This is an optimization exercise on Yosys and OpenROAD, whose aim is small area, a short achievable clock period and few clock cycles per item, not a production implementation. In this exercise RTL edits were held to simulation tests only and were not proved equivalent to the original. No activity file was given, so power comes from the tool's default toggle rates.

==> flow/design.v (outline; a module is shown in full before it is edited, if it fits) <==
// module voice_regs: 64 lines
// module frame_sequencer: 37 lines
// module phase_stage: 102 lines
// module envelope_stage: 95 lines
// module mix_stage: 865 lines
// module psg_top: 62 lines
module psg_top
(
	input  logic                clk_i,
	input  logic                rst_i,
	input  logic                wr_i,
	input  logic [ADR_W-1:0]    adr_i,
	input  logic [DATA_W-1:0]   dat_i,
	input  logic                credit_i,
	output logic                sample_valid_o,
	output logic [SAMPLE_W-1:0] aud_o
);
  // ...
==> flow/flow/run.sh <==
#!/bin/bash
set -euo pipefail
R="$PWD/orfs/results/sky130hd/psg_top/base"
bash standard.sh SETUP_SLACK_MARGIN=6.5 synth > make_synth.log 2>&1
cp "$R/1_2_yosys.v" "$R/1_2_yosys_std.v"
python3 flow/invopt.py "$R/1_2_yosys_std.v" "$R/1_2_yosys.v" > invopt.log 2>&1
rm -f "$R/1_synth.odb" "$R/1_synth.sdc"
bash standard.sh SETUP_SLACK_MARGIN=6.5 finish > make_finish.log 2>&1
==> flow/flow/invopt.py <==
#!/usr/bin/env python3
"""Remove inverters around full-adder cells in a mapped netlist.

A full adder with every input complemented gives complemented outputs:
FA(~a, ~b, ~c) = (~s, ~co). Synthesis often leaves a chain
FA -> inverter -> FA. For each full adder this pass looks at what flipping
its polarity would cost: inputs that come from an inverter take that
inverter's input instead, outputs that go only to inverters drive those
inverters' loads directly, and anything else gets a new inverter. A flip is
made when it removes more inverters than it adds, until no flip helps.
The function of the netlist is unchanged and no register is touched.

usage: invopt.py IN.v OUT.v
"""
import re
import sys

INV_RE = re.compile(r"sky130_fd_sc_hd__(clk)?inv_\d+$")
FA_RE = re.compile(r"sky130_fd_sc_hd__fa_\d+$")
NEW_INV = "sky130_fd_sc_hd__inv_1"

src = open(sys.argv[1]).read()
m_first = re.search(r"^  sky130_fd_sc_hd__", src, re.M)
head = src[:m_first.start()]
body = src[m_first.start():]
m_end = body.rindex("endmodule")
tail = body[m_end:]
body = body[:m_end]

ports = set()
for kind, rng, names in re.findall(r"^\s*(input|output|inout)\s*(\[[^\]]*\])?\s*([^;]+);", head, re.M):
    for n in names.split(","):
        n = n.strip()
        if rng:
            hi, lo = [int(x) for x in rng[1:-1].split(":")]
            for i in range(min(hi, lo), max(hi, lo) + 1):
                ports.add(f"{n}[{i}]")
        ports.add(n)

cells = {}   # name -> [type, {pin: net}, [pin order]]
order = []
for m in re.finditer(r"^  (sky130_fd_sc_hd__\w+) (\S+) +\((.*?)\n  \);\n", body, re.M | re.S):
    typ, name, pinstr = m.group(1), m.group(2), m.group(3)
    pins = {}
    po = []
    for pm in re.finditer(r"\.(\w+)\((.*?)\)(?:,|$)", pinstr, re.M):
        pins[pm.group(1)] = pm.group(2).strip()
        po.append(pm.group(1))
    cells[name] = [typ, pins, po]
    order.append(name)
assert len(order) == body.count("\n  );\n"), "unparsed cells"

OUTPINS = {"X", "Y", "Q", "Q_N", "SUM", "COUT", "HI", "LO"}
drv = {}
loads = {}


def add_use(name, pin, net):
    if pin in OUTPINS:
        drv[net] = (name, pin)
    else:
        loads.setdefault(net, set()).add((name, pin))


def del_use(name, pin, net):
    if pin in OUTPINS:
        if drv.get(net) == (name, pin):
            del drv[net]
    else:
        loads.get(net, set()).discard((name, pin))


for name in order:
    for pin, net in cells[name][1].items():
        add_use(name, pin, net)


def is_inv(name):
    return name in cells and INV_RE.match(cells[name][0])


def const(net):
    return "'" in net


newn = [0]
new_wires = []


def new_net():
    newn[0] += 1
    n = f"_invopt_{newn[0]}_"
    new_wires.append(n)
    return n


def new_inv(a, y):
    newn[0] += 1
    name = f"_invopt_c{newn[0]}_"
    cells[name] = [NEW_INV, {"A": a, "Y": y}, ["A", "Y"]]
    order.append(name)
    add_use(name, "A", a)
    add_use(name, "Y", y)


def remove_cell(name):
    for pin, net in cells[name][1].items():
        del_use(name, pin, net)
    del cells[name]


def set_pin(name, pin, net):
    del_use(name, pin, cells[name][1][pin])
    cells[name][1][pin] = net
    add_use(name, pin, net)


def inv_of(net):
    """An existing inverter whose input is net, and its output."""
    for (c, p) in loads.get(net, ()):
        if is_inv(c) and p == "A" and cells[c][1]["Y"] not in ports:
            return c, cells[c][1]["Y"]
    return None


def plan(fa):
    pins = cells[fa][1]
    cost = 0
    for p in ("A", "B", "CIN"):
        x = pins[p]
        if const(x) or x in ports and x not in drv:
            pass
        d = drv.get(x)
        if const(x):
            return None
        if d and is_inv(d[0]):
            # the inverter goes if this pin is its only load
            if len(loads.get(x, ())) == 1 and x not in ports:
                cost -= 1
        elif inv_of(x) is None:
            cost += 1
    for p in ("SUM", "COUT"):
        o = pins[p]
        if o in ports:
            return None
        ls = loads.get(o, set())
        invs = [c for (c, q) in ls if is_inv(c) and cells[c][1]["Y"] not in ports]
        cost -= len(invs)
        if len(ls) > len(invs):
            cost += 1
    return cost


def flip(fa):
    pins = cells[fa][1]
    for p in ("A", "B", "CIN"):
        x = pins[p]
        d = drv.get(x)
        if d and is_inv(d[0]):
            y = cells[d[0]][1]["A"]
            set_pin(fa, p, y)
            if not loads.get(x) and x not in ports:
                remove_cell(d[0])
        else:
            e = inv_of(x)
            if e:
                set_pin(fa, p, e[1])
            else:
                z = new_net()
                new_inv(x, z)
                set_pin(fa, p, z)
    for p in ("SUM", "COUT"):
        o = pins[p]
        ls = list(loads.get(o, set()))
        invs = [c for (c, q) in ls if is_inv(c) and cells[c][1]["Y"] not in ports]
        others = [(c, q) for (c, q) in ls if c not in invs]
        if invs:
            keep = cells[invs[0]][1]["Y"]
            for g in invs:
                z = cells[g][1]["Y"]
                remove_cell(g)
                if z != keep:
                    for (c, q) in list(loads.get(z, set())):
                        set_pin(c, q, keep)
            set_pin(fa, p, keep)
            if others:
                new_inv(keep, o)
        else:
            z = new_net()
            set_pin(fa, p, z)
            new_inv(z, o)


before = sum(1 for c in cells if is_inv(c))
changed = True
rounds = 0
while changed and rounds < 20:
    changed = False
    rounds += 1
    for fa in [c for c in order if c in cells and FA_RE.match(cells[c][0])]:
        c = plan(fa)
        if c is not None and c < 0:
            flip(fa)
            changed = True
after = sum(1 for c in cells if is_inv(c))

out = [head.rstrip("\n") + "\n"]
for n in new_wires:
    if n in drv or loads.get(n):
        out.append(f"  wire {n};\n")
for name in order:
    if name not in cells:
        continue
    typ, pins, po = cells[name]
    conn = ",\n".join(f"    .{p}({pins[p]}{' ' if pins[p].startswith(chr(92)) else ''})" for p in po)
    out.append(f"  {typ} {name} (\n{conn}\n  );\n")
out.append(tail)
open(sys.argv[2], "w").write("".join(out))
print(f"invopt: inverters {before} -> {after} in {rounds} rounds", file=sys.stderr)
==> flow/standard.sh <==
#!/bin/bash
# synth_recipe.tcl (not shown) runs the flow's synth.tcl, then flattens the netlist and writes it again
# the make line also repeats each setting of config.mk as NAME=value (left out here)
make -C /OpenROAD-flow-scripts/flow DESIGN_CONFIG=/design/flow/config.mk WORK_HOME=/design/flow/orfs CLKGATE_MAP_FILE= SYNTH_SCRIPT=/design/flow/synth_recipe.tcl "${@:-finish}"
==> flow/config.mk <==
export PLATFORM = sky130hd
export DESIGN_NAME = psg_top
export DESIGN_NICKNAME = psg_top
export VERILOG_FILES = /design/flow/design.v
export SDC_FILE = /design/flow/constraint.sdc
export NUM_CORES = 4
export LEC_CHECK = 0
export CAP_MARGIN = 20
export CORE_MARGIN = 2
export CORE_UTILIZATION = 40
export CTS_CLUSTER_DIAMETER = 100
export CTS_CLUSTER_SIZE = 24
export SLEW_MARGIN = 20
==> flow/constraint.sdc <==
create_clock -name core_clock -period 11.0 [get_ports {clk_i}]
set_input_delay 2.2000 -clock core_clock [delete_from_list [all_inputs] [get_ports {clk_i}]]
set_output_delay 2.2000 -clock core_clock [all_outputs]
set_load 0.01 [all_outputs]
==> qor.txt, run 1 <==
Outcome: no timing/DRC/antenna violations
Sequential share of cell area: 29.9%
GR Layer Usage met3: 3.40%
Biggest regs: u_phase.g_v.acc (96), u_regs.freq_q (64)
Area of the multi-input gates: 27800 µm²
Worst slack, placed: 4.94 ns
CTS Buf Count: 37
Levels on crit path: 4
Slowest stage delay, CP: 0.72 ns
Routed via count: 31900
Crit start category: input pin
Fraction of layout cells with a size suffix above 1: 5.27%
First-pass GRT wire length: 194 mm
Pwr dens: 130 nW/µm²
Core Box Area: 109000 µm²
CTS sink cnt: 578
Multi-input gate share of total cell area: 58.6%
Worst EP arrival: 4.58 ns
Clock Skew: 0.0640 ns
Die Width: 335 µm
Tot Pwr: 0.00617 W
Crit path from: rst_i
Largest net degree at the start of global routing: 67
Critical path peak fanout: 57
Met3 wire len: 8.74 mm
Critical path class: input pin to flop
Fmax: 231 MHz
Placed inst area: 46000 µm²
Worst skew pair latency: 0.66 ns
WL/cell: 21.9 µm
Testbench counts, summed over its fixed seeds: cycles 4,970, items 4,079.
==> inputs of run 2 (changes only) <==
==> flow/flow/run.sh (replaced) <==
#!/bin/bash
set -euo pipefail
R="$PWD/orfs/results/sky130hd/psg_top/base"
bash standard.sh SETUP_SLACK_MARGIN=7 synth > make_synth.log 2>&1
cp "$R/1_2_yosys.v" "$R/1_2_yosys_std.v"
python3 flow/invopt.py "$R/1_2_yosys_std.v" "$R/1_2_yosys.v" > invopt.log 2>&1
rm -f "$R/1_synth.odb" "$R/1_synth.sdc"
bash standard.sh SETUP_SLACK_MARGIN=7 finish > make_finish.log 2>&1
--- a/flow/config.mk
+++ b/flow/config.mk
@@ -11,3 +11,4 @@
 export CTS_CLUSTER_DIAMETER = 100
 export CTS_CLUSTER_SIZE = 24
 export SLEW_MARGIN = 20
+export TNS_END_PERCENT = 10
==> run 2 against run 1 <==
Against the previous run:
- still clean
- sequential cell count unchanged
- sequential share of layout area decreased by 0.39 points
- first-iteration DRC count decreased by 3.9%
- clock skew increased by 0.00082 ns
- clock power about the same
- sequential power about the same
- synthesized cell count unchanged
- largest power group unchanged
- highest routed layer unchanged
==> qor.txt, run 2 <==
Outcome: no timing/DRC/antenna violations
Mean Syn Cell Area: 10.2 µm²
GRT overflow: 0
Die Width: 335 µm (unchanged)
Critical R2R Capture: u_mix.row_q3[3]
Initial Util: 40.3%
Detailed router's first-iteration violation count: 2360
Maximum level of the CTS H-tree: 2
Crit path buffers/inverters: 1
CTS Buf Count: 37 (unchanged)
CTS sink cnt: 578 (unchanged)
Mapped Area: 43700 µm²
Worst Hold Launch: u_seq.sum_valid
Core Box Area: 109000 µm² (unchanged)
DR DRC count: 0
Fin. max-slew vios: 0
Combinational power share: 31.7%
Clock-pin slew on the worst setup and hold paths: 0.10 ns
Final setup viols: 0
Maximum vdd drop: 0.000162 V
Vias in the first global route: 32200
Setup TNS: 0 ns
Tot Pwr: 0.00623 W (+0.95%)
RSZ-0062 raised after global routing: true
Hold Path Sink: u_seq.vol_valid
Critical path class: flop to flop
Switching share of power: 36.2%
Clock Skew: 0.0648 ns (+0.000824 ns)
Design Area, Final: 48100 µm²
Final Critical Period: 4.09 ns
Placed inst area: 46000 µm² (unchanged)
Crit. End Element: flop
First-pass DRT Iterations: 8
Req. time, crit path: 11.49 ns
Fmax: 244 MHz (+5.8%)
CTS tree: yes
Slew @ Worst Pin: 1.19 ns
Rel. slew slack: 20.8%
Gr usage total: 22.7%
Psw: 0.00225 W
Mapped Cells: 4289
Largest delay share family, worst path: adder cells
Sequential share of power: 42.9%
Worst EP arrival: 4.58 ns (about the same)
DPL Wire Length: 93.2 mm
Worst skew pair latency: 0.66 ns (about the same)
Reg2reg path depth: 8
CP max-delay cell: dfxtp_1
Commonest non-fill, non-tap cell in the layout: ha_1
Critical path cell sequence: nand2_1 > fa_1 > fa_1 > fa_1 > fa_1 > inv_1 > fa_1 > fa_1
Most Frequent Cell on Critical Path: fa_1
Area grow syn2layout: 10.2%
Static Leak: 21.6 nW
Biggest regs: u_phase.g_v.acc (96), u_regs.freq_q (64)
Synth Warn #: 15
WL/cell: 21.9 µm (about the same)
Chip height: 335 µm
Routed via count: 32100 (+0.61%)
Crit start category: flop
Commonest cells after routing, fill and taps aside: 427 x ha_1, 395 x nand2_1, 395 x fa_1
Final Hold Fails: 0
Clock power frac: 25.4%
Slowest stage delay, CP: 0.88 ns (+0.16 ns)
Final Wtd Congestion: 0.949
WHS Path Cells: 1
Clock buffer depth: 3
Worst Hold Class: flop to flop
Max-capacitance violation count: 0
Vias per cell: 5.52
Largest net degree at the start of global routing: 67 (unchanged)
Fraction of layout cells with a size suffix above 1: 7.28% (+2.0 points)
Worst r2r src: u_phase.g_v[1].wave_q[6]
First-pass GRT wire length: 195 mm (+0.43%)
Tcrit/Tclk final: 37.2%
Critical path peak fanout: 8 (-86%)
Input/output buffers: 57
Pwr dens: 129 nW/µm² (-0.39%)
Top reg by flops: u_phase.g_v.acc
Max FFs per register: 96
Die footprint: 112000 µm²
Row count: 121
Internal power: 0.00397 W
Routed Antenna Nets: 0
Initial antenna violation count: 15
Final hold slack: 0.457 ns
Syn Nets: 5159
Final Net Count: 5236
Io pins: 58
Worst reg2reg setup slack: 6.91 ns
Detailed Route WL: 127 mm
Root Buffer: clkbuf_16
## run 2: how the worst max path moves through the flow
stage,from,endpoint,depth (start not counted)
6_report,u_phase.g_v[1].wave_q[6],u_mix.row_q3[3],8
3_5_place_dp,credit_i,u_phase.g_v[2].wave_q[6],10
2_1_floorplan,wr_i,u_regs.attack_q[1][0],4
3_3_place_gp,credit_i,u_phase.g_v[3].wave_q[6],10
5_1_grt,u_env.g_v[2].nxt_lvl[0],u_mix.row_q3[3],8
4_1_cts,u_env.g_v[1].nxt_lvl[1],u_env.g_v[1].nxt_lvl[6],17
## run 2: area by class of cell
type / instances / area [µm²]
antenna: 3 / 7.51
clock buffer: 49 / 971
clock inverter: 19 / 327
fill: 10300 / 60400
inverter: 331 / 1240
multi-input combinational: 3241 / 28100
sequential: 578 / 14200
tap: 1414 / 1770
timing repair buffer: 177 / 1550
## run 2: per-layer routing
| metal | routed length, µm | up-vias | part of all wire (%) | track usage, % |
|---|---|---|---|---|
| met5 | 70 | - | 0.055 | 0 |
| li1 | - | 15000 | - | - |
| met1 | 54800 | 15900 | 43 | 30.5 |
| met3 | 9180 | 240 | 7.2 | 3.79 |
| met4 | 4890 | 10 | 3.8 | 7.81 |
| met2 | 58300 | 1044 | 46 | 37.2 |
## run 2: repair_timing
item | CTS | global route
setup buffers | 7 | 52
endpoints found under the setup margin | 177 | 192
resized for setup | 24 | 58
gates cloned | 5 | 0
pin swaps | 4 | 33
hold buffers | 0 | 0
## run 2: power by group through the flow
stage	Clock, W	Combinational, W	Sequential (W)
final	0.00158	0.00198	0.00267
after global routing	0.00169	0.00221	0.00269
after CTS	0.00163	0.00191	0.00267
after detailed placement	0	0.00188	0.00272
after global placement	0	0.00185	0.00272
after floorplan	0	0.00136	0.00262
## run 2: stage by stage
step	instances	util [%]	worst slack (ns)
final	5812	44.4	6.91
after global routing	5810	44.4	6.78
after CTS	5757	43.8	6.77
after detailed placement	5677	42.4	4.94
after global placement	5677	42.4	5.02
after floorplan	4289	-	6.45
==> inputs of run 3 (changes only) <==
--- a/flow/config.mk
+++ b/flow/config.mk
@@ -11,4 +11,3 @@
 export CTS_CLUSTER_DIAMETER = 100
 export CTS_CLUSTER_SIZE = 24
 export SLEW_MARGIN = 20
-export TNS_END_PERCENT = 10
==> run 3 against run 2 <==
Against the previous run:
- still clean
- die area is the same
- sequential power is essentially flat
- register-to-register slack gained 0.16 ns
- sequential cell count is the same
==> qor.txt, run 3 <==
First-pass DRT Iterations: 6 (-2)
Top reg by flops: u_phase.g_v.acc
Worst EP arrival: 4.47 ns (-0.11 ns)
Critical path peak fanout: 24 (+16)
GRT overflow: 0 (unchanged)
Tot Pwr: 0.00597 W (-4.2%)
Commonest cells after routing, fill and taps aside: 424 x ha_1, 392 x nand2_1, 391 x fa_1
RSZ-0062 raised after global routing: true
WL/cell: 21.7 µm (-1.1%)
Fin. max-slew vios: 0 (unchanged)
Worst skew pair latency: 0.72 ns (+0.06 ns)
Io pins: 58 (unchanged)
Row count: 121 (unchanged)
Pwr dens: 124 nW/µm² (-3.9%)
Clock buffer depth: 3 (unchanged)
Vias per cell: 5.48 (-0.72%)
Critical path class: input pin to flop
Mean Syn Cell Area: 10.2 µm² (unchanged)
Setup TNS: 0 ns (unchanged)
Placed Cells: 5675 (-0.035%)
Die footprint: 112000 µm² (unchanged)
Initial antenna violation count: 11 (-4)
Slew @ Worst Pin: 1.11 ns (-0.0765 ns)
Area grow syn2layout: 9.95%
Fill cell count: 10200 (-0.56%)
Final hold slack: 0.461 ns (+0.00330 ns)
Tcrit/Tclk final: 35.9% (-1.3 points)
Fraction of layout cells with a size suffix above 1: 8.22% (+0.94 points)
Maximum level of the CTS H-tree: 1 (-1)
Initial Util: 40.3% (unchanged)
Syn Nets: 5159 (unchanged)
Final setup viols: 0 (unchanged)
Final Critical Period: 3.95 ns (-0.146 ns)
Mapped Cells: 4289 (unchanged)
Outcome: no timing/DRC/antenna violations
Static Leak: 21.4 nW (-0.70%)
Core Box Area: 109000 µm² (unchanged)
Root Buffer: clkbuf_16
Req. time, crit path: 11.53 ns (+0.04 ns)
Routed Antenna Nets: 0 (unchanged)
First-pass GRT wire length: 192 mm (-1.7%)
Final Net Count: 5216 (-0.38%)
Fmax: 253 MHz (+3.7%)
Chip height: 335 µm (unchanged)
Max-capacitance violation count: 0 (unchanged)
Biggest regs: u_phase.g_v.acc (96), u_regs.freq_q (64)
CTS tree: yes
Final Wtd Congestion: 0.948 (-0.13%)
DPL Wire Length: 91.4 mm (-1.9%)
CTS sink cnt: 578 (unchanged)
Commonest non-fill, non-tap cell in the layout: ha_1
Crit start category: input pin
CTS Buf Count: 30 (-19%)
Final Hold Fails: 0 (unchanged)
DR DRC count: 0 (unchanged)
Clock Skew: 0.0909 ns (+0.0261 ns)
Largest net degree at the start of global routing: 83 (+24%)
Die Width: 335 µm (unchanged)
Synth Warn #: 15 (unchanged)
Input/output buffers: 57 (unchanged)
Detailed Route WL: 125 mm (-1.5%)
Max FFs per register: 96 (unchanged)
Maximum vdd drop: 0.000124 V (-24%)
Crit. End Element: flop
Worst Hold Class: flop to flop
Vias in the first global route: 31600 (-1.6%)
Routed via count: 31700 (-1.1%)
Clock-pin slew on the worst setup and hold paths: 0.10 ns (about the same)
Rel. slew slack: 25.7% (+4.9 points)
Mapped Area: 43700 µm² (unchanged)
Post-route insts no fill: 5787 (-0.43%)
Detailed router's first-iteration violation count: 2541 (+7.7%)
Gr usage total: 22.3% (-0.40 points)
run 3: report_power, final:
part / switching [W] / total [W] / internal, W / leakage, nW
Clock: 0.000775 / 0.00131 / 0.000539 / 0.448
Sequential: 0.000203 / 0.00266 / 0.00245 / 5.13
Combinational: 0.00116 / 0.00200 / 0.000834 / 15.9
Total: 0.00214 / 0.00597 / 0.00383 / 21.4
run 3: per-stage QoR:
stage | utilization, % | cell area (µm²) | setup slack (ns)
after floorplan | - | 43700 | 6.45
after global placement | 42.4 | 46000 | 5.04
after detailed placement | 42.4 | 46000 | 4.97
after CTS | 43.7 | 47400 | 6.99
after global routing | 44.3 | 48000 | 6.91
final | 44.3 | 48000 | 7.05
run 3: worst max-delay path: stages:
cell and delay [ns]:
dlygate4sd2_1 0.33, nor2_4 0.10, and2b_4 0.34, buf_12 0.21, nand2_1 0.10, mux2_2 0.30, o22ai_4 0.27, mux2_2 0.37
o21ai_0 0.15, a21oi_1 0.08
run 3: path summary, 6_finish.rpt:
path | from | to | slack [ns] | cells after the start
worst max register to register | u_env.g_v[3].nxt_lvl[6] | u_mix.row_q3[3] | 7.07 | 9
worst max-delay path | credit_i | u_phase.g_v[3].wave_q[10] | 7.05 | 10
worst min register to register | u_phase.g_v[3].acc[9] | u_phase.g_v[3].acc[9] | 0.46 | 2
worst min-delay path | u_phase.g_v[3].acc[9] | u_phase.g_v[3].acc[9] | 0.46 | 2
run 3: area by class of cell:
cell class              instances  area [µm²]  share of cell area, %
diodes                          4        10.0                 0.0208
flip-flops and latches        578       14300                   29.8
multi-input cells            3240       28200                   58.7
inverters                     331        1240                   2.59
clock inverters                 7         109                  0.227
clock buffers                  48         828                   1.72
repair buffers                165        1570                   3.28
well taps                    1414        1770                   3.68
run 3: timing repair:
action / 4_1_cts / 5_1_grt
buffers inserted: 28 / 20
resized for setup: 75 / 122
setup endpoints to repair: 143 / 149
pin swaps: 17 / 39
gates cloned: 4 / 0
hold buffers: 0 / 0
run 3: layer usage:
layer / wire length [µm] / share of wire [%] / global-route usage [%] / vias up
met2: 58600 / 47 / 37.2 / 863
met5: 13 / 0.010 / 0 / -
met4: 4050 / 3.2 / 6.38 / 2
li1: - / - / - / 14900
met3: 7710 / 6.2 / 2.43 / 166
met1: 54900 / 44 / 30.8 / 15800
==> inputs of run 4 (changes only) <==
--- a/flow/config.mk
+++ b/flow/config.mk
@@ -7,7 +7,7 @@
 export LEC_CHECK = 0
 export CAP_MARGIN = 20
 export CORE_MARGIN = 2
-export CORE_UTILIZATION = 40
+export CORE_UTILIZATION = 50
 export CTS_CLUSTER_DIAMETER = 100
 export CTS_CLUSTER_SIZE = 24
 export SLEW_MARGIN = 20
==> run 4 against run 3 <==
Against the previous run:
- sequential cell count did not move
- setup slack worse by 0.010 ns
- register-to-register slack worse by 0.03 ns
- maximum frequency is 0.25% lower
- still clean
- largest cell class unchanged
- routed wire length decreased by 1.2%
- highest routed layer is now met4
- clock skew is 0.029 ns lower
- global-route usage grew 5.3 points
- combinational power is essentially flat
- area after synthesis did not move
- hold slack barely moved
- largest power group unchanged
- count of clock-buffer cells in the layout is 1 lower
==> qor.txt, run 4 <==
Combinational power share: 33.1% (-0.4 points)
Maximum vdd drop: 0.000120 V (-3.2%)
Max FFs per register: 96 (unchanged)
WL/cell: 22.4 µm (+3.2%)
Fraction of layout cells with a size suffix above 1: 8.26% (+0.044 points)
Sequential share of power: 43.3% (-1.2 points)
CTS Buf Count: 34 (+13%)
Routed via count: 32000 (+0.78%)
Commonest non-fill, non-tap cell in the layout: ha_1
Clock buffer depth: 3 (unchanged)
Psw: 0.00221 W (+3.4%)
Critical path class: flop to flop
Initial Util: 50.4% (+10 points)
Fin. max-slew vios: 0 (unchanged)
Syn Nets: 5159 (unchanged)
CTS tree: yes
Slew @ Worst Pin: 1.06 ns (-0.0521 ns)
Area grow syn2layout: 9.74%
Rel. slew slack: 29.4% (+3.6 points)
Mapped Area: 43700 µm² (unchanged)
Final Hold Fails: 0 (unchanged)
Vias in the first global route: 32000 (+1.1%)
Max-capacitance violation count: 0 (unchanged)
Final hold slack: 0.461 ns (+0.000163 ns)
Gr usage total: 27.7% (+5.3 points)
Crit start category: flop
Setup TNS: 0 ns (unchanged)
Final setup viols: 0 (unchanged)
Row count: 108 (-11%)
Switching share of power: 36.2% (+0.29 points)
Tcrit/Tclk final: 36.0% (+0.091 points)
Static Leak: 21.6 nW (+0.72%)
Die footprint: 89800 µm² (-20%)
Placed Cells: 5418 (-4.5%)
Clock-pin slew on the worst setup and hold paths: 0.10 ns (about the same)
Post-route insts no fill: 5537 (-4.3%)
Top reg by flops: u_phase.g_v.acc
Io pins: 58 (unchanged)
Cts hold-fix bufs: 0 (unchanged)
First-pass GRT wire length: 190 mm (-0.86%)
Post-route worst setup slack: 7.04 ns (-0.0100 ns)
Input/output buffers: 57 (unchanged)
Core Box Area: 86800 µm² (-20%)
Die Width: 300 µm (-10%)
Biggest regs: u_phase.g_v.acc (96), u_regs.freq_q (64)
GRT overflow: 0 (unchanged)
Outcome: no timing/DRC/antenna violations
Crit. End Element: flop
Pwr dens: 128 nW/µm² (+2.8%)
Worst skew pair latency: 0.63 ns (-0.09 ns)
Synth Warn #: 15 (unchanged)
Clock Skew: 0.0623 ns (-0.0286 ns)
Detailed router's first-iteration violation count: 2327 (-8.4%)
DR DRC count: 0 (unchanged)
Final Net Count: 5226 (+0.19%)
Worst EP arrival: 4.45 ns (-0.02 ns)
Final Critical Period: 3.96 ns (+0.0100 ns)
RSZ-0062 raised after global routing: true
Routed Antenna Nets: 0 (unchanged)
Detailed Route WL: 124 mm (-1.2%)
First-pass DRT Iterations: 5 (-1)
CTS sink cnt: 578 (unchanged)
Vias per cell: 5.78 (+5.3%)
Root Buffer: clkbuf_16
Number of antenna diodes: 0 (-4)
Largest net degree at the start of global routing: 97 (+17%)
Fmax: 253 MHz (-0.25%)
Req. time, crit path: 11.49 ns (-0.04 ns)
Initial antenna violation count: 11 (unchanged)
Maximum level of the CTS H-tree: 2 (+1)
Internal power: 0.00391 W (+2.1%)
Worst slack, placed: 5.43 ns (+0.465 ns)
Final Wtd Congestion: 0.945 (-0.25%)
Clock power frac: 23.6% (+1.6 points)
DPL Wire Length: 90.5 mm (-0.91%)
Worst Hold Class: flop to flop
Chip height: 300 µm (-10%)
Mean Syn Cell Area: 10.2 µm² (unchanged)
Mapped Cells: 4289 (unchanged)
Fill cell count: 7770 (-24%)
Critical path peak fanout: 8 (-67%)
Fin util: 55.3% (+11 points)
Commonest cells after routing, fill and taps aside: 423 x ha_1, 390 x nand2_1, 389 x fa_1
run 4: path summary, 6_finish.rpt:
path,depth (start not counted),startpoint,to,slack [ns]
worst max-delay path,8,u_phase.g_v[1].wave_q[7],u_mix.row_q3[3],7.04
worst min-delay path,1,u_seq.vol_valid,u_seq.out_valid_o,0.46
worst max register to register,8,u_phase.g_v[1].wave_q[7],u_mix.row_q3[3],7.04
worst min register to register,1,u_seq.vol_valid,u_seq.out_valid_o,0.46
run 4: area by class of cell:
| cell class | count | area [µm²] | share of cell area, % |
|---|---|---|---|
| multi-input cells | 3238 | 28200 | 58.9 |
| flip-flops and latches | 578 | 14200 | 29.7 |
| repair buffers | 173 | 1720 | 3.59 |
| well taps | 1155 | 1450 | 3.01 |
| inverters | 331 | 1240 | 2.59 |
| clock buffers | 47 | 921 | 1.92 |
| clock inverters | 15 | 169 | 0.352 |
run 4: what timing repair did:
action                     in CTS  in global routing
pin swaps                      16                 59
buffers inserted               27                 23
setup endpoints to repair     201                177
resized for setup              48                123
gates cloned                    4                  2
run 4: power by group through the flow:
stage                     sequential (W)  clock [W]  combinational (W)
after floorplan                  0.00262          0            0.00136
final                            0.00265    0.00145            0.00203
after global placement           0.00270          0            0.00188
after global routing             0.00267    0.00154            0.00227
after CTS                        0.00265    0.00148            0.00195
after detailed placement         0.00270          0            0.00191
run 4: per-layer routing:
| layer | vias to the layer above | track usage (%) | wire (µm) |
|---|---|---|---|
| li1 | 14900 | - | - |
| met1 | 15900 | 37.7 | 53600 |
| met2 | 954 | 46.6 | 58600 |
| met3 | 232 | 3.33 | 7920 |
| met4 | 0 | 7.64 | 3740 |
| met5 | - | 0 | 0 |
run 4: worst max-delay path, stage by stage (launching register included):
cell     delay (ns)
dfxtp_1        0.70
nand2_1        0.18
fa_1           0.48
fa_1           0.47
fa_1           0.46
fa_1           0.56
inv_1          0.06
fa_1           0.50
fa_1           0.41
run 4: stage by stage:
| step | total power (W) | area, µm² |
|---|---|---|
| 5_1_grt | 0.00648 | 48000 |
| 2_1_floorplan | 0.00398 | 43700 |
| 6_report | 0.00612 | 48000 |
| 3_3_place_gp | 0.00457 | 45700 |
| 4_1_cts | 0.00608 | 47300 |
| 3_5_place_dp | 0.00460 | 45700 |
==> inputs of run 5 (changes only) <==
--- a/flow/config.mk
+++ b/flow/config.mk
@@ -7,7 +7,7 @@
 export LEC_CHECK = 0
 export CAP_MARGIN = 20
 export CORE_MARGIN = 2
-export CORE_UTILIZATION = 50
-export CTS_CLUSTER_DIAMETER = 100
-export CTS_CLUSTER_SIZE = 24
+export CORE_UTILIZATION = 40
+export CTS_CLUSTER_DIAMETER = 110
+export CTS_CLUSTER_SIZE = 27
 export SLEW_MARGIN = 20
==> run 5 against run 4 <==
Against the previous run:
- sequential share of layout area grew 0.12 points
- largest power group unchanged
- hold slack better by 0.0014 ns
- count of clock-buffer cells in the layout fell by 6
- synthesized cell count did not move
- largest cell class unchanged
- setup slack lost 0.029 ns
==> qor.txt, run 5 <==
Outcome: no timing/DRC/antenna violations
DR DRC count: 0 (unchanged)
Psw: 0.00212 W (-4.5%)
Tcrit/Tclk final: 36.2% (+0.27 points)
Worst reg2reg setup slack: 7.01 ns (-0.03 ns)
Reg2reg path depth: 8 (unchanged)
Setup TNS: 0 ns (unchanged)
Post-route insts no fill: 5785 (+4.5%)
Vias per cell: 5.46 (-5.4%)
Routed Antenna Nets: 0 (unchanged)
Worst skew pair latency: 0.68 ns (+0.05 ns)
Final setup viols: 0 (unchanged)
Final Critical Period: 3.99 ns (+0.0295 ns)
CTS tree: yes
Req. time, crit path: 11.52 ns (+0.03 ns)
DPL Wire Length: 91.4 mm (+0.92%)
Syn Nets: 5159 (unchanged)
Internal power: 0.00377 W (-3.6%)
Area grow syn2layout: 9.71% (about the same)
Mean Syn Cell Area: 10.2 µm² (unchanged)
Critical Path Sink: u_mix.row_q3[3]
Static Leak: 21.4 nW (-0.88%)
Routed wl met2: 58.4 mm (-0.34%)
Vias in the first global route: 31400 (-1.7%)
Input/output buffers: 57 (unchanged)
Root Buffer: clkbuf_16
Uppermost routed layer: met4
Critical path class: flop to flop
Sequential share of power: 45.1% (+1.8 points)
Metal-1 WL: 55.6 mm (+3.8%)
Initial Util: 40.3% (-10 points)
Biggest regs: u_phase.g_v.acc (96), u_regs.freq_q (64)
Mapped Area: 43700 µm² (unchanged)
Switching share of power: 36.0% (-0.21 points)
Max FFs per register: 96 (unchanged)
Crit start category: flop
Mapped Cells: 4289 (unchanged)
Placed Cells: 5675 (+4.7%)
Max-capacitance violation count: 0 (unchanged)
Design Area, Final: 47900 µm² (about the same)
Commonest cells after routing, fill and taps aside: 425 x ha_1, 391 x fa_1, 390 x nand2_1
CTS sink cnt: 578 (unchanged)
Placed inst area: 46000 µm² (+0.67%)
Combinational power share: 33.9% (+0.8 points)
Pwr dens: 123 nW/µm² (-3.9%)
Detailed router's first-iteration violation count: 2524 (+8.5%)
GRT overflow: 0 (unchanged)
Fill cell count: 10300 (+32%)
Top reg by flops: u_phase.g_v.acc
Worst EP arrival: 4.51 ns (+0.06 ns)
Maximum level of the CTS H-tree: 1 (-1)
Final Hold Fails: 0 (unchanged)
Row count: 121 (+12%)
Rel. slew slack: 28.3% (-1.1 points)
Met3 wire len: 6.83 mm (-14%)
Commonest non-fill, non-tap cell in the layout: ha_1
First-pass GRT wire length: 191 mm (+0.57%)
Detailed Route WL: 125 mm (+0.83%)
Final Net Count: 5217 (-0.17%)
Worst Hold Class: flop to flop
Clock-pin slew on the worst setup and hold paths: 0.11 ns (about the same)
Critical R2R Capture: u_mix.row_q3[3]
RSZ-0062 raised after global routing: true
CTS Buf Count: 27 (-21%)
Gr usage total: 22.3% (-5.4 points)
Clock power frac: 21.0% (-2.6 points)
Fin. max-slew vios: 0 (unchanged)
Synth Warn #: 15 (unchanged)
Final Wtd Congestion: 0.948 (+0.25%)
Maximum vdd drop: 0.000129 V (+7.2%)
Die footprint: 112000 µm² (+25%)
Die Width: 335 µm (+12%)
Largest net degree at the start of global routing: 83 (-14%)
Routed via count: 31600 (-1.2%)
Fmax: 251 MHz (-0.74%)
WL/cell: 21.6 µm (-3.5%)
Crit path from: u_phase.g_v[2].wave_q[7]
Slew @ Worst Pin: 1.07 ns (+0.0136 ns)
Core Box Area: 109000 µm² (+25%)
First-pass DRT Iterations: 5 (unchanged)
Io pins: 58 (unchanged)
Fraction of layout cells with a size suffix above 1: 8.17% (-0.088 points)
Worst r2r src: u_phase.g_v[2].wave_q[7]
Critical path peak fanout: 8 (unchanged)
Crit. End Element: flop
Tot Pwr: 0.00588 W (-3.9%)
Clock buffer depth: 3 (unchanged)
Initial antenna violation count: 9 (-2)
Clock Skew: 0.0518 ns (-0.0105 ns)
Chip height: 335 µm (+12%)
-- run 5: worst max-delay path, stage by stage (launching register included) --
cell and delay, ns:
dfxtp_1 0.74, nand2_1 0.17, fa_1 0.48, fa_1 0.43, fa_1 0.41, fa_1 0.62, inv_1 0.07, fa_1 0.50
fa_1 0.40
-- run 5: worst min-delay path by stage --
stage | to | slack, ns | from | depth (start not counted)
floorplan | u_seq.out_valid_o | 0.41 | u_seq.vol_valid | 1
CTS | u_env.g_v[2].cur_st[1] | 0.46 | u_env.g_v[2].cur_st[1] | 2
global route | u_seq.vol_valid | 0.47 | u_seq.sum_valid | 1
detailed placement | u_seq.out_valid_o | 0.44 | u_seq.vol_valid | 1
finish | u_seq.vol_valid | 0.46 | u_seq.sum_valid | 1
global placement | u_seq.out_valid_o | 0.43 | u_seq.vol_valid | 1
-- run 5: layer usage --
metal	vias up	track usage, %
li1	14900	-
met1	15700	30.8
met2	829	37.1
met3	150	2.12
met4	0	6.41
met5	-	0
-- run 5: area by class of cell --
cell class | count | area, µm² | area share (%)
Sequential cell | 578 | 14300 | 29.8
Clock buffer | 41 | 728 | 1.52
Antenna cell | 3 | 7.51 | 0.0157
Multi-Input combinational cell | 3240 | 28200 | 58.9
Inverter | 331 | 1240 | 2.59
Tap cell | 1414 | 1770 | 3.69
Timing Repair Buffer | 169 | 1580 | 3.29
Clock inverter | 9 | 113 | 0.235
-- run 5: power groups by stage --
| stage | Clock (W) | Combinational [W] | Sequential [W] |
|---|---|---|---|
| 4_1_cts | 0.00127 | 0.00192 | 0.00265 |
| 3_3_place_gp | 0 | 0.00184 | 0.00270 |
| 6_report | 0.00123 | 0.00200 | 0.00266 |
| 5_1_grt | 0.00133 | 0.00223 | 0.00268 |
| 2_1_floorplan | 0 | 0.00136 | 0.00262 |
| 3_5_place_dp | 0 | 0.00187 | 0.00270 |
-- run 5: stage by stage --
step / worst slack (ns) / util, % / hold WS [ns]
after floorplan: 6.45 / - / 0.414
after global placement: 5.04 / 42.4 / 0.434
after detailed placement: 4.97 / 42.4 / 0.437
after CTS: 6.99 / 43.6 / 0.464
after global routing: 6.94 / 44.2 / 0.472
final: 7.01 / 44.2 / 0.462
-- run 5: repair_timing --
item,in CTS,in global routing
gates cloned,4,0
pin swaps,16,43
gates resized for setup,71,113
hold buffers,0,0
hold endpoints to repair,0,0
buffers inserted,28,24
setup endpoints to repair,159,159
==> inputs of run 6 (changes only) <==
==> flow/flow/run.sh (replaced) <==
#!/bin/bash
set -euo pipefail
R="$PWD/orfs/results/sky130hd/psg_top/base"
bash standard.sh SETUP_SLACK_MARGIN=7.1 synth > make_synth.log 2>&1
cp "$R/1_2_yosys.v" "$R/1_2_yosys_std.v"
python3 flow/invopt.py "$R/1_2_yosys_std.v" "$R/1_2_yosys.v" > invopt.log 2>&1
rm -f "$R/1_synth.odb" "$R/1_synth.sdc"
bash standard.sh SETUP_SLACK_MARGIN=7.1 finish > make_finish.log 2>&1
--- a/flow/config.mk
+++ b/flow/config.mk
@@ -8,6 +8,6 @@
 export CAP_MARGIN = 20
 export CORE_MARGIN = 2
 export CORE_UTILIZATION = 40
-export CTS_CLUSTER_DIAMETER = 110
-export CTS_CLUSTER_SIZE = 27
+export CTS_CLUSTER_DIAMETER = 100
+export CTS_CLUSTER_SIZE = 24
 export SLEW_MARGIN = 20
==> run 6 against run 5 <==
Against the previous run:
- sequential cell count is the same
- die area is the same
- clock power grew 24%
- clock skew shrank 0.0045 ns
- synthesized cell count is the same
- critical path depth grew 5
- area after synthesis is the same
- routed wire length grew 1.8%
- register-to-register slack gained 0.08 ns
- combinational power grew 3%
- design area grew 1.7%
- maximum frequency grew 2.0%
- critical path type unchanged
- highest routed layer is now met5
==> qor.txt, run 6 <==
Critical path cell sequence: fa_2 > fa_1 > fa_2 > fa_2 > a21o_1 > a21oi_2 > nor2b_1 > o21a_1 > o311a_1 > o21a_1 > o21a_1 > o41ai_2 > xnor2_1
Area of the multi-input gates: 28500 µm² (+0.84%)
Maximum level of the CTS H-tree: 2 (+1)
Register area: 14300 µm² (about the same)
Setup TNS: 0 ns (unchanged)
Worst Hold Class: flop to flop
Commonest cells after routing, fill and taps aside: 418 x ha_1, 386 x nand2_1, 385 x fa_1
Routed via count: 32100 (+1.6%)
Detailed Route WL: 127 mm (+1.8%)
Final setup viols: 0 (unchanged)
WHS Path Cells: 1 (unchanged)
Worst Hold Launch: u_seq.sum_valid
Maximum vdd drop: 0.000155 V (+20%)
Clock-pin slew on the worst setup and hold paths: 0.10 ns (about the same)
Static Leak: 21.7 nW (+1.4%)
Outcome: no timing/DRC/antenna violations
Syn Nets: 5159 (unchanged)
Root Buffer: clkbuf_16
Req. time, crit path: 11.51 ns (about the same)
Critical R2R Capture: u_mix.sum_q[12]
Gr usage total: 22.5% (+0.23 points)
Die footprint: 112000 µm² (unchanged)
Worst skew pair latency: 0.63 ns (-0.05 ns)
Final Wtd Congestion: 0.926 (-2.3%)
Routed Antenna Nets: 0 (unchanged)
Final Net Count: 5245 (+0.54%)
Synth Warn #: 15 (unchanged)
Area grow syn2layout: 11.5%
Vias in the first global route: 32500 (+3.3%)
Hold Path Sink: u_seq.vol_valid
Slowest stage delay, CP: 0.55 ns (-0.19 ns)
Mapped Area: 43700 µm² (unchanged)
Tcrit/Tclk final: 35.5% (-0.71 points)
Vias per cell: 5.52 (+1.0%)
Mean Syn Cell Area: 10.2 µm² (unchanged)
Row count: 121 (unchanged)
Max-capacitance violation count: 0 (unchanged)
Worst r2r src: u_mix.cy_q[3]
CTS Buf Count: 35 (+30%)
CTS tree: yes
Core Box Area: 109000 µm² (unchanged)
Max FFs per register: 96 (unchanged)
Worst reg2reg setup slack: 7.09 ns (+0.08 ns)
Reg2reg path depth: 13 (+5)
First-pass GRT wire length: 193 mm (+1.3%)
Initial antenna violation count: 11 (+2)
Fmax: 256 MHz (+2.0%)
Crit. End Element: flop
Critical path peak fanout: 2 (-6)
Clock buffer depth: 3 (unchanged)
Top reg by flops: u_phase.g_v.acc
Detailed router's first-iteration violation count: 2460 (-2.5%)
Crit start category: flop
Die Width: 335 µm (unchanged)
Worst slack, placed: 5.36 ns (+0.387 ns)
Slew @ Worst Pin: 1.23 ns (+0.156 ns)
CP max-delay cell: fa_1
Critical path class: flop to flop
Post-route worst setup slack: 7.09 ns (+0.0783 ns)
DR DRC count: 0 (unchanged)
Mapped Cells: 4289 (unchanged)
Final Critical Period: 3.91 ns (-0.0783 ns)
Commonest non-fill, non-tap cell in the layout: ha_1
Fill cell count: 10200 (-0.078%)
Pwr dens: 128 nW/µm² (+4.2%)
GRT overflow: 0 (unchanged)
Initial Util: 40.3% (unchanged)
Rel. slew slack: 18.1% (-10 points)
Biggest regs: u_phase.g_v.acc (96), u_regs.freq_q (64)
DPL Wire Length: 92.4 mm (+1.1%)
Io pins: 58 (unchanged)
Final Hold Fails: 0 (unchanged)
Worst EP arrival: 4.42 ns (-0.09 ns)
Largest net degree at the start of global routing: 119 (+43%)
RSZ-0062 raised after global routing: true
Fraction of layout cells with a size suffix above 1: 9.70% (+1.5 points)
CTS sink cnt: 578 (unchanged)
Chip height: 335 µm (unchanged)
Input/output buffers: 57 (unchanged)
Fin. max-slew vios: 0 (unchanged)
Clock Skew: 0.0473 ns (-0.00455 ns)
First-pass DRT Iterations: 5 (unchanged)
WL/cell: 21.8 µm (+1.2%)
## run 6: cell types whose count changed in the layout (fill, tap and decap cells not counted), moves of 6 or more
cell and delta:
buf_4 +7, o21ai_1 +6, o21ai_0 -7, buf_12 +6, buf_6 +7, fa_2 +6, ha_1 -7, fa_1 -6
clkbuf_16 +11
## run 6: worst max-delay path by stage
stage	startpoint	end	slack [ns]	cells after the start
global placement	credit_i	u_phase.g_v[3].wave_q[6]	5.43	10
CTS	u_mix.cy_q[3]	u_mix.sum_q[12]	7.00	13
floorplan	rst_i	u_regs.attack_q[3][0]	7.07	5
detailed placement	credit_i	u_phase.g_v[2].wave_q[6]	5.36	10
finish	u_mix.cy_q[3]	u_mix.sum_q[12]	7.09	13
global route	u_mix.cy_q[3]	u_mix.sum_q[12]	6.95	13
## run 6: what timing repair did
item	CTS	global route
buffers inserted	32	39
endpoints found under the setup margin	394	184
gates cloned	3	3
pin swaps	18	107
hold buffers	0	0
gates resized for setup	87	171
## run 6: power by group
group | leakage, nW | switching, W | internal [W]
clock | 0.568 | 0.000838 | 0.000680
sequential | 5.12 | 0.000213 | 0.00245
combinational | 16.0 | 0.00120 | 0.000855
total | 21.7 | 0.00225 | 0.00399
## run 6: stage by stage
| stage | area (µm²) | hold WS [ns] | utilization, % | cells | power [W] |
|---|---|---|---|---|---|
| 6_report | 48700 | 0.455 | 44.9 | 5818 | 0.00624 |
| 5_1_grt | 48700 | 0.479 | 44.9 | 5816 | 0.00660 |
| 4_1_cts | 47800 | 0.456 | 44.0 | 5773 | 0.00618 |
| 3_5_place_dp | 46000 | 0.434 | 42.4 | 5675 | 0.00461 |
| 3_3_place_gp | 46000 | 0.423 | 42.4 | 5675 | 0.00458 |
| 2_1_floorplan | 43700 | 0.414 | - | 4289 | 0.00398 |
## run 6: final cells by class
cell class	count	area share, %
Timing Repair Buffer	188	3.69
Clock buffer	48	1.94
Inverter	331	2.55
Sequential cell	578	29.3
Antenna cell	3	0.0154
Multi-Input combinational cell	3241	58.4
Tap cell	1414	3.63
Clock inverter	15	0.478
## run 6: per-layer routing
metal | wire, µm | global-route usage (%) | up-vias
met4 | 4860 | 7.77 | 8
met1 | 55100 | 30.0 | 16100
met2 | 59600 | 37.7 | 828
met3 | 7320 | 2.85 | 227
met5 | 50 | 0 | -
li1 | - | - | 15000
## run 6: worst max-delay path: cells and delay by family, from the launching register on
kind	cells	cell delay, ns
flops	1	0.33
xor+xnor	1	0.11
simple gates	1	0.07
compound gates	7	1.54
fa+ha+maj	4	1.75
==> inputs of run 7 (changes only) <==
==> flow/flow/run.sh (replaced) <==
#!/bin/bash
set -euo pipefail
R="$PWD/orfs/results/sky130hd/psg_top/base"
bash standard.sh SETUP_SLACK_MARGIN=7.25 synth > make_synth.log 2>&1
cp "$R/1_2_yosys.v" "$R/1_2_yosys_std.v"
python3 flow/invopt.py "$R/1_2_yosys_std.v" "$R/1_2_yosys.v" > invopt.log 2>&1
rm -f "$R/1_synth.odb" "$R/1_synth.sdc"
bash standard.sh SETUP_SLACK_MARGIN=7.25 finish > make_finish.log 2>&1
==> run 7 against run 6 <==
Against the previous run:
- critical path depth unchanged
- largest cell class unchanged
- final cell count up 0.88%
- clock skew down 0.020 ns
- die area unchanged
- hold slack better by 0.0039 ns
- largest power group unchanged
- non-clock buffer count up 48
==> qor.txt, run 7 <==
Pwr dens: 124 nW/µm² (-2.8%)
Post-route insts no fill: 5869 (+0.88%)
Fin util: 45.6% (+0.75 points)
Crit start category: flop
Detailed router's first-iteration violation count: 2498 (+1.5%)
Cts hold-fix bufs: 0 (unchanged)
Io pins: 58 (unchanged)
Mapped Area: 43700 µm² (unchanged)
Chip height: 335 µm (unchanged)
Gr usage total: 22.9% (+0.44 points)
Final Wtd Congestion: 0.922 (-0.46%)
Fin. max-slew vios: 0 (unchanged)
Mapped Cells: 4289 (unchanged)
Core Box Area: 109000 µm² (unchanged)
Register area: 14300 µm² (+0.32%)
Vias in the first global route: 32400 (-0.22%)
Commonest cells after routing, fill and taps aside: 418 x ha_1, 378 x nand2_1, 377 x fa_1
Initial Util: 40.3% (unchanged)
Worst Hold Class: flop to flop
Vias per cell: 5.54 (+0.45%)
Rel. slew slack: 27.4% (+9.4 points)
Area of the multi-input gates: 28800 µm² (+1.4%)
Die Width: 335 µm (unchanged)
Worst skew pair latency: 0.69 ns (+0.06 ns)
Post-route worst setup slack: 7.06 ns (-0.0314 ns)
Commonest non-fill, non-tap cell in the layout: ha_1
Clock Skew: 0.0277 ns (-0.0195 ns)
Biggest regs: u_phase.g_v.acc (96), u_regs.freq_q (64)
Detailed Route WL: 130 mm (+2.3%)
Worst slack, placed: 5.29 ns (-0.0657 ns)
Design Area, Final: 49600 µm² (+1.7%)
Max FFs per register: 96 (unchanged)
Placed inst area: 46100 µm² (+0.18%)
Final Critical Period: 3.94 ns (+0.0314 ns)
Placed Cells: 5669 (-0.11%)
Tcrit/Tclk final: 35.8% (+0.29 points)
CTS tree: yes
CTS Buf Count: 31 (-11%)
Maximum level of the CTS H-tree: 1 (-1)
Syn Nets: 5159 (unchanged)
Initial antenna violation count: 18 (+7)
Routed Antenna Nets: 0 (unchanged)
Fmax: 254 MHz (-0.80%)
Clock-pin slew on the worst setup and hold paths: 0.10 ns (about the same)
Die footprint: 112000 µm² (unchanged)
Crit. End Element: flop
Slew @ Worst Pin: 1.09 ns (-0.143 ns)
DPL Wire Length: 93.4 mm (+1.1%)
Static Leak: 22.2 nW (+2.1%)
Fill cell count: 10200 (-0.80%)
Row count: 121 (unchanged)
First-pass GRT wire length: 195 mm (+0.57%)
Max-capacitance violation count: 0 (unchanged)
Final setup viols: 0 (unchanged)
Synth Warn #: 15 (unchanged)
Final Net Count: 5291 (+0.88%)
Top reg by flops: u_phase.g_v.acc
DR DRC count: 0 (unchanged)
Fraction of layout cells with a size suffix above 1: 12.3% (+2.6 points)
Maximum vdd drop: 0.000119 V (-23%)
Area grow syn2layout: 13.4%
WL/cell: 22.1 µm (+1.5%)
RSZ-0062 raised after global routing: true
First-pass DRT Iterations: 6 (+1)
Setup TNS: 0 ns (unchanged)
Largest net degree at the start of global routing: 129 (+8.4%)
Req. time, crit path: 11.57 ns (+0.06 ns)
Clock buffer depth: 3 (unchanged)
CTS sink cnt: 578 (unchanged)
Mean Syn Cell Area: 10.2 µm² (unchanged)
Worst EP arrival: 4.51 ns (+0.09 ns)
Outcome: no timing/DRC/antenna violations
Input/output buffers: 57 (unchanged)
Final Hold Fails: 0 (unchanged)
Critical path peak fanout: 2 (unchanged)
Critical path class: flop to flop
Routed via count: 32500 (+1.3%)
Root Buffer: clkbuf_16
GRT overflow: 0 (unchanged)
==> run 7: routing by layer <==
metal | GRT usage [%] | routed length, µm
met5 | 0 | 66
met4 | 8.73 | 5320
met3 | 4.24 | 9820
met2 | 37.0 | 59200
met1 | 30.6 | 55600
==> run 7: worst max-delay path, stage by stage, from the launching register on <==
cell and delay [ns]:
dfxtp_2 0.34, fa_2 0.39, fa_1 0.57, fa_1 0.46, fa_2 0.36, a21o_1 0.18
a21oi_2 0.14, nor2b_1 0.06, o21a_1 0.18, o311a_1 0.31, o21a_1 0.19, o21a_1 0.21
o41ai_4 0.26, xnor2_2 0.19
==> run 7: final timing paths <==
path / depth (start not counted) / slack, ns / startpoint / endpoint
max: 13 / 7.06 / u_mix.cy_q[2] / u_mix.sum_q[12]
min: 1 / 0.46 / u_seq.sum_valid / u_seq.vol_valid
max reg2reg: 13 / 7.06 / u_mix.cy_q[2] / u_mix.sum_q[12]
min reg2reg: 1 / 0.46 / u_seq.sum_valid / u_seq.vol_valid
==> run 7: report_power, final <==
part           internal, W  switching (W)
logic             0.000892        0.00123
clock network     0.000579       0.000802
registers          0.00245       0.000206
==> run 7: what timing repair did <==
action | CTS | global route
setup endpoints to repair | 412 | 232
buffers inserted | 53 | 71
cloned | 7 | 1
pin swaps | 60 | 117
resized for setup | 192 | 200
==> run 7: per-stage QoR <==
step / total power (W) / hold WS [ns]
after floorplan: 0.00398 / 0.414
after global placement: 0.00457 / 0.442
after detailed placement: 0.00460 / 0.438
after CTS: 0.00606 / 0.460
after global routing: 0.00651 / 0.472
final: 0.00616 / 0.459
==> run 7: cell type report <==
class                   instances  share of cell area [%]
flip-flops and latches        578                    28.9
diodes                         10                  0.0505
clock inverters                11                   0.306
well taps                    1414                    3.57
multi-input cells            3243                    58.2
repair buffers                236                    4.73
inverters                     331                    2.52
clock buffers                  46                    1.70

-- static timing again, ports no longer ideal --
The results above use ideal ports. As a check the final layouts listed here were re-extracted and re-timed, cells and wires unchanged. Step 1: set_driving_cell puts a clkbuf_16 on clk_i and a buf_2 on each other input, an assumption about the parent block. Step 2 also shifts input and output timing later by t, the mid clock arrival at the registers, as if the neighbouring blocks saw the same clock. Three values: no drivers, after step 1, after step 2; two values: the first two.
run | shift t [ns] | slack for setup (ns) | worst hold slack (ns) | cell pins on the clock port's net
run 1 | 0.699 | 6.671 / 6.686 / 6.007 | 0.458 / 0.458 / 0.458 | 1
run 2 | 0.702 | 6.908 / 6.908 / 6.253 | 0.457 / 0.457 / 0.457 | 1
run 3 | 0.750 | 7.054 / 7.068 / 6.341 | 0.461 / 0.461 / 0.461 | 1
run 4 | 0.671 | 7.044 / 7.044 / 6.426 | 0.461 / 0.461 / 0.461 | 1
run 5 | 0.734 | 7.014 / 7.014 / 6.374 | 0.462 / 0.462 / 0.462 | 1
run 6 | 0.681 | 7.093 / 7.093 / 6.547 | 0.455 / 0.455 / 0.455 | 1
run 7 | 0.749 | 7.061 / 7.061 / 6.562 | 0.459 / 0.459 / 0.459 | 1
After both steps every run listed still meets setup and hold. For run 3, which loses most, drivers alone change the setup slack by +0.014 ns; drivers and shift together by -0.713 ns.
